Context: an optimization exercise on an open-source flow, tuned for small area, a short achievable clock period and few clock cycles per item. The choices shown serve that exercise and are no tape-out recipe. RTL that was checked went through simulation tests only; none was proved equivalent to the original.

==> flow/design.v <==
package aob_pkg;
  localparam int CHAN_W = 8;               
  localparam int NUM_CHAN = 3;             
  localparam int PIX_W = 32;               
  localparam int NUM_W = 2 * CHAN_W;       
  localparam int QUO_BITS = CHAN_W;        
  localparam int PRE_STAGES = 4;           
  localparam int NUM_STAGES = PRE_STAGES + QUO_BITS;
  localparam logic [CHAN_W-1:0] ALPHA_OPAQUE = 8'hFF;
  localparam logic [CHAN_W-1:0] ALPHA_CLEAR = 8'h00;
  typedef logic [CHAN_W-1:0] chan_t;
  typedef logic [NUM_W-1:0] num_t;
  typedef logic [PIX_W-1:0] pix_t;
  typedef logic [NUM_CHAN-1:0][NUM_W-1:0] num_vec_t;
  typedef logic [NUM_CHAN-1:0][CHAN_W-1:0] quo_vec_t;
endpackage
module argb_over_blend_unit (
  input  logic                clk,
  input  logic                rst_n,
  input  logic                in_valid,
  output logic                in_stall,
  input  aob_pkg::pix_t       in_fg_argb,
  input  aob_pkg::pix_t       in_bg_argb,
  output logic                out_valid,
  input  logic                out_stall,
  output aob_pkg::pix_t       out_argb
);
  localparam int NV = 7;   
  logic          en;       
  logic          ov;       
  logic [NV-1:0] v;
  assign en       = !(ov && out_stall);
  assign in_stall = !en;
  function automatic logic [9:0] pp4(input logic [1:0] m, input logic [7:0] y, input logic [9:0] y3);
    case (m)
      2'd0: pp4 = 10'd0;
      2'd1: pp4 = {2'd0, y};
      2'd2: pp4 = {1'b0, y, 1'b0};
      default: pp4 = y3;
    endcase
  endfunction
  function automatic logic [31:0] csa(input logic [15:0] p, input logic [15:0] q, input logic [15:0] r);
    logic [15:0] sm, cy;
    sm = p ^ q ^ r;
    cy = (p & q) | (p & r) | (q & r);
    csa = {cy[14:0], 1'b0, sm};
  endfunction
  function automatic logic [15:0] div1(input logic [15:0] n, input logic [7:0] d);
    logic [8:0] w, df;
    w  = {n[15:8], n[7]};
    df = w - {1'b0, d};
    if (!df[8]) div1 = {df[7:0], n[6:0], 1'b1};
    else        div1 = {w[7:0],  n[6:0], 1'b0};
  endfunction
  function automatic logic [15:0] div2(input logic [15:0] n, input logic [7:0] d, input logic [9:0] d3);
    logic [9:0]  w;
    logic [10:0] t1, t2, t3;
    w  = {n[15:8], n[7:6]};
    t1 = {1'b0, w} - {3'd0, d};
    t2 = {1'b0, w} - {2'd0, d, 1'b0};
    t3 = {1'b0, w} - {1'b0, d3};
    if (!t3[10])      div2 = {t3[7:0], n[5:0], 2'd3};
    else if (!t2[10]) div2 = {t2[7:0], n[5:0], 2'd2};
    else if (!t1[10]) div2 = {t1[7:0], n[5:0], 2'd1};
    else              div2 = {w[7:0],  n[5:0], 2'd0};
  endfunction
  logic [7:0]  r0_a;
  logic [9:0]  r0_a3;
  logic [31:0] r0_xr;
  logic [23:0] r0_dd, r0_b;
  logic [2:0]  r0_neg;
  logic        r0_z;
  logic [15:0] r1_x;
  logic [7:0]  r1_a;
  logic [47:0] r1_ps, r1_pc;
  logic [23:0] r1_b;
  logic [2:0]  r1_neg;
  logic        r1_z;
  logic [47:0] r2_n, r3_n, r4_n, r5_n, r6_n;
  logic [7:0]  r2_d, r3_d, r4_d, r5_d, r6_d;
  logic [9:0]  r3_d3, r4_d3, r5_d3;
  logic [23:0] r2_b, r3_b, r4_b, r5_b, r6_b;
  logic [2:0]  r2_neg, r3_neg, r4_neg, r5_neg, r6_neg;
  logic        r2_z, r3_z, r4_z, r5_z, r6_z;
  logic [31:0] out_r, res;
  logic [7:0]  in_a, in_ba;
  logic [23:0] dd_nxt;
  logic [2:0]  neg_nxt;
  assign in_a  = in_fg_argb[31:24];
  assign in_ba = in_bg_argb[31:24];
  for (genvar c = 0; c < 3; c++) begin : g_d
    logic [7:0] f, b;
    logic [8:0] fb, bf;
    assign f  = in_fg_argb[c*8 +: 8];
    assign b  = in_bg_argb[c*8 +: 8];
    assign fb = {1'b0, f} - {1'b0, b};
    assign bf = {1'b0, b} - {1'b0, f};
    assign neg_nxt[c]      = fb[8];
    assign dd_nxt[c*8 +: 8] = fb[8] ? bf[7:0] : fb[7:0];
  end
  logic [10:0] m1, m2, m3, m4, m5, m6, m7;
  logic [7:0]  in_na;
  logic [31:0] xr_nxt;
  assign m1 = {3'd0, in_ba};
  assign m2 = {2'd0, in_ba, 1'b0};
  assign m4 = {1'b0, in_ba, 2'b0};
  assign m3 = m1 + m2;
  assign m5 = m1 + m4;
  assign m6 = {m3[9:0], 1'b0};
  assign m7 = {in_ba, 3'b0} - m1;
  assign in_na = ~in_a;
  function automatic logic [10:0] pp8(input logic [2:0] m, input logic [10:0] y1, input logic [10:0] y2,
                                      input logic [10:0] y3, input logic [10:0] y4, input logic [10:0] y5,
                                      input logic [10:0] y6, input logic [10:0] y7);
    case (m)
      3'd0: pp8 = 11'd0;
      3'd1: pp8 = y1;
      3'd2: pp8 = y2;
      3'd3: pp8 = y3;
      3'd4: pp8 = y4;
      3'd5: pp8 = y5;
      3'd6: pp8 = y6;
      default: pp8 = y7;
    endcase
  endfunction
  assign xr_nxt[0 +: 11]  = pp8(in_na[2:0], m1, m2, m3, m4, m5, m6, m7);
  assign xr_nxt[11 +: 11] = pp8(in_na[5:3], m1, m2, m3, m4, m5, m6, m7);
  assign xr_nxt[22 +: 10] = pp4(in_na[7:6], in_ba, m3[9:0]);
  logic [15:0] x_nxt;
  logic [47:0] ps_nxt, pc_nxt;
  assign x_nxt = {5'd0, r0_xr[0 +: 11]} + {2'd0, r0_xr[11 +: 11], 3'd0} + {r0_xr[22 +: 10], 6'd0};
  for (genvar c = 0; c < 3; c++) begin : g_p
    logic [15:0] q0, q1, q2, q3;
    logic [31:0] l1, l2;
    assign q0 = {6'd0, pp4(r0_dd[c*8 + 0 +: 2], r0_a, r0_a3)};
    assign q1 = {4'd0, pp4(r0_dd[c*8 + 2 +: 2], r0_a, r0_a3), 2'd0};
    assign q2 = {2'd0, pp4(r0_dd[c*8 + 4 +: 2], r0_a, r0_a3), 4'd0};
    assign q3 = {pp4(r0_dd[c*8 + 6 +: 2], r0_a, r0_a3), 6'd0};
    assign l1 = csa(q0, q1, q2);
    assign l2 = csa(l1[15:0], l1[31:16], q3);
    assign ps_nxt[c*16 +: 16] = l2[15:0];
    assign pc_nxt[c*16 +: 16] = l2[31:16];
  end
  logic [47:0] p_nxt;
  for (genvar c = 0; c < 3; c++) begin : g_pa
    assign p_nxt[c*16 +: 16] = r1_ps[c*16 +: 16] + r1_pc[c*16 +: 16];
  end
  logic [23:0] y_nxt;
  logic [7:0]  d_nxt;
  assign y_nxt = {r1_a, 16'd0} + {8'd0, r1_x} + {r1_x, 8'd0} + 24'd256;
  assign d_nxt = y_nxt[23:16] | {7'd0, r1_z};
  logic [47:0] n3_nxt, n4_nxt, n5_nxt, n6_nxt;
  for (genvar c = 0; c < 3; c++) begin : g_dv
    assign n3_nxt[c*16 +: 16] = div1(r2_n[c*16 +: 16], r2_d);
    assign n4_nxt[c*16 +: 16] = div2(r3_n[c*16 +: 16], r3_d, r3_d3);
    assign n5_nxt[c*16 +: 16] = div2(r4_n[c*16 +: 16], r4_d, r4_d3);
    assign n6_nxt[c*16 +: 16] = div2(r5_n[c*16 +: 16], r5_d, r5_d3);
  end
  for (genvar c = 0; c < 3; c++) begin : g_out
    logic [15:0] n;
    logic [8:0]  w, df;
    logic [7:0]  b, q1, q0;
    logic        ng, tk, cin1, cin0;
    logic [7:0]  c1, c0;
    assign n    = r6_n[c*16 +: 16];
    assign b    = r6_b[c*8 +: 8];
    assign ng   = r6_neg[c];
    assign w    = {n[15:8], n[7]};
    assign df   = w - {1'b0, r6_d};
    assign tk   = !df[8];
    assign q1   = {n[6:0], 1'b1} ^ {8{ng}};
    assign q0   = {n[6:0], 1'b0} ^ {8{ng}};
    assign cin1 = ng && (w == {1'b0, r6_d});
    assign cin0 = ng && (w == 9'd0);
    assign c1   = b + q1 + {7'd0, cin1};
    assign c0   = b + q0 + {7'd0, cin0};
    assign res[c*8 +: 8] = tk ? c1 : c0;
  end
  assign res[31:24] = {r6_d[7:1], r6_d[0] & !r6_z};
  always_ff @(posedge clk) begin
    if (!rst_n) begin
      v  <= '0;
      ov <= 1'b0;
    end else if (en) begin
      v  <= {v[NV-2:0], in_valid};
      ov <= v[NV-1];
    end
  end
  always_ff @(posedge clk) begin
    if (en) begin
      r0_a   <= in_a;
      r0_a3  <= {2'd0, in_a} + {1'b0, in_a, 1'b0};
      r0_xr  <= xr_nxt;
      r0_dd  <= dd_nxt;
      r0_neg <= neg_nxt;
      r0_b   <= in_bg_argb[23:0];
      r0_z   <= (in_a == 8'd0) && (in_ba == 8'd0);
      r1_x   <= x_nxt;
      r1_a   <= r0_a;
      r1_ps  <= ps_nxt;
      r1_pc  <= pc_nxt;
      r1_b   <= r0_b;
      r1_neg <= r0_neg;
      r1_z   <= r0_z;
      r2_n <= p_nxt; r2_d <= d_nxt; r2_b <= r1_b; r2_neg <= r1_neg; r2_z <= r1_z;
      r3_n <= n3_nxt; r3_d <= r2_d; r3_b <= r2_b; r3_neg <= r2_neg; r3_z <= r2_z;
      r3_d3 <= {2'd0, r2_d} + {1'b0, r2_d, 1'b0};
      r4_n <= n4_nxt; r4_d <= r3_d; r4_d3 <= r3_d3; r4_b <= r3_b; r4_neg <= r3_neg; r4_z <= r3_z;
      r5_n <= n5_nxt; r5_d <= r4_d; r5_d3 <= r4_d3; r5_b <= r4_b; r5_neg <= r4_neg; r5_z <= r4_z;
      r6_n <= n6_nxt; r6_d <= r5_d; r6_b <= r5_b; r6_neg <= r5_neg; r6_z <= r5_z;
      out_r <= res;
    end
  end
  assign out_valid = ov;
  assign out_argb  = out_r;
endmodule
==> flow/config.mk <==
export PLATFORM = sky130hd
export DESIGN_NAME = argb_over_blend_unit
export DESIGN_NICKNAME = argb_over_blend_unit
export VERILOG_FILES = /design/flow/design.v
export SDC_FILE = /design/flow/constraint.sdc
export NUM_CORES = 4
export LEC_CHECK = 0
export CAP_MARGIN = 20
export CORE_MARGIN = 2
export CORE_UTILIZATION = 60
export CTS_BUF_LIST = sky130_fd_sc_hd__clkbuf_8
export SETUP_SLACK_MARGIN = 2.9
export SLEW_MARGIN = 20
==> flow/constraint.sdc <==
create_clock -name core_clock -period 6.0 [get_ports {clk}]
set_input_delay 1.2000 -clock core_clock [delete_from_list [all_inputs] [get_ports {clk}]]
set_output_delay 1.2000 -clock core_clock [all_outputs]
set_load 0.01 [all_outputs]
run.sh (not shown) runs the stock make flow with config.mk's settings and CLKGATE_MAP_FILE= SYNTH_SCRIPT=/design/flow/synth_recipe.tcl, a recipe that flattens the netlist after the stock synthesis.
The first run went through all stages and came out clean.
Then changed:
--- a/flow/design.v
+++ b/flow/design.v
@@ -23,17 +23,21 @@
   input  aob_pkg::pix_t       in_bg_argb,
   output logic                out_valid,
   input  logic                out_stall,
   output aob_pkg::pix_t       out_argb
 );
   localparam int NV = 7;   
+  logic          sv;       
+  logic          sv_o;     
   logic          en;       
   logic          ov;       
   logic [NV-1:0] v;
-  assign en       = !(ov && out_stall);
-  assign in_stall = !en;
+  logic          load_out;
+  logic          arrive;
+  assign en       = !sv;
+  assign in_stall = sv_o;
   function automatic logic [9:0] pp4(input logic [1:0] m, input logic [7:0] y, input logic [9:0] y3);
     case (m)
       2'd0: pp4 = 10'd0;
       2'd1: pp4 = {2'd0, y};
       2'd2: pp4 = {1'b0, y, 1'b0};
       default: pp4 = y3;
@@ -79,13 +83,13 @@
   logic [47:0] r2_n, r3_n, r4_n, r5_n, r6_n;
   logic [7:0]  r2_d, r3_d, r4_d, r5_d, r6_d;
   logic [9:0]  r3_d3, r4_d3, r5_d3;
   logic [23:0] r2_b, r3_b, r4_b, r5_b, r6_b;
   logic [2:0]  r2_neg, r3_neg, r4_neg, r5_neg, r6_neg;
   logic        r2_z, r3_z, r4_z, r5_z, r6_z;
-  logic [31:0] out_r, res;
+  logic [31:0] out_r, skid_r, res;
   logic [7:0]  in_a, in_ba;
   logic [23:0] dd_nxt;
   logic [2:0]  neg_nxt;
   assign in_a  = in_fg_argb[31:24];
   assign in_ba = in_bg_argb[31:24];
   for (genvar c = 0; c < 3; c++) begin : g_d
@@ -174,19 +178,25 @@
     assign cin0 = ng && (w == 9'd0);
     assign c1   = b + q1 + {7'd0, cin1};
     assign c0   = b + q0 + {7'd0, cin0};
     assign res[c*8 +: 8] = tk ? c1 : c0;
   end
   assign res[31:24] = {r6_d[7:1], r6_d[0] & !r6_z};
+  assign load_out = !ov || !out_stall;
+  assign arrive   = v[NV-1] && en;
   always_ff @(posedge clk) begin
     if (!rst_n) begin
-      v  <= '0;
-      ov <= 1'b0;
-    end else if (en) begin
-      v  <= {v[NV-2:0], in_valid};
-      ov <= v[NV-1];
+      v    <= '0;
+      ov   <= 1'b0;
+      sv   <= 1'b0;
+      sv_o <= 1'b0;
+    end else begin
+      if (en) v <= {v[NV-2:0], in_valid};
+      if (load_out) ov <= sv || arrive;
+      sv   <= !load_out && (sv || arrive);
+      sv_o <= !load_out && (sv || arrive);
     end
   end
   always_ff @(posedge clk) begin
     if (en) begin
       r0_a   <= in_a;
       r0_a3  <= {2'd0, in_a} + {1'b0, in_a, 1'b0};
@@ -205,12 +215,13 @@
       r2_n <= p_nxt; r2_d <= d_nxt; r2_b <= r1_b; r2_neg <= r1_neg; r2_z <= r1_z;
       r3_n <= n3_nxt; r3_d <= r2_d; r3_b <= r2_b; r3_neg <= r2_neg; r3_z <= r2_z;
       r3_d3 <= {2'd0, r2_d} + {1'b0, r2_d, 1'b0};
       r4_n <= n4_nxt; r4_d <= r3_d; r4_d3 <= r3_d3; r4_b <= r3_b; r4_neg <= r3_neg; r4_z <= r3_z;
       r5_n <= n5_nxt; r5_d <= r4_d; r5_d3 <= r4_d3; r5_b <= r4_b; r5_neg <= r4_neg; r5_z <= r4_z;
       r6_n <= n6_nxt; r6_d <= r5_d; r6_b <= r5_b; r6_neg <= r5_neg; r6_z <= r5_z;
-      out_r <= res;
+      skid_r <= res;
     end
+    if (load_out) out_r <= sv ? skid_r : res;
   end
   assign out_valid = ov;
   assign out_argb  = out_r;
 endmodule
The new run completed with no timing, DRC or antenna violations; global-route usage went down by 1.9 points; die area went up by 0.77%; clock skew went up by 0.019 ns; routed wire length went down by 5.4%; non-clock buffer count went down by 90; hold slack got worse by 0.024 ns; register-to-register slack improved by 0.26 ns; synthesized cell count went up by 0.59%; via count went down by 3.3%; first-iteration DRC count went down by 12%.
Testbench counts after the change, summed over its fixed seeds: cycles 16,064, items 16,000.
No functional check of the RTL was part of the first run of this note.

## static timing again, ports no longer ideal
Ports are ideal in the flow. The routed layouts listed here were re-timed in OpenROAD. Step 1, drivers: a clkbuf_16 drives clk and a buf_2 each remaining input, both assumed. Step 2, shift: input delay + t, output delay - t, t = (earliest + latest rising clock arrival at the registers) / 2. This alone moves slack from input paths to output paths. Slacks: ideal ports / drivers / drivers and shift; pairs: ideal ports / drivers.
run	t (ns)	slack for setup (ns)	cell pins on the clock port's net
the first run	0.791	2.630 / 2.630 / 2.172	1
the second run	0.800	2.887 / 2.887 / 2.182	1
After both steps setup and hold are still met in every run listed. For the second run, which loses most, drivers alone change the setup slack by 0.000 ns; drivers and shift together by -0.705 ns.
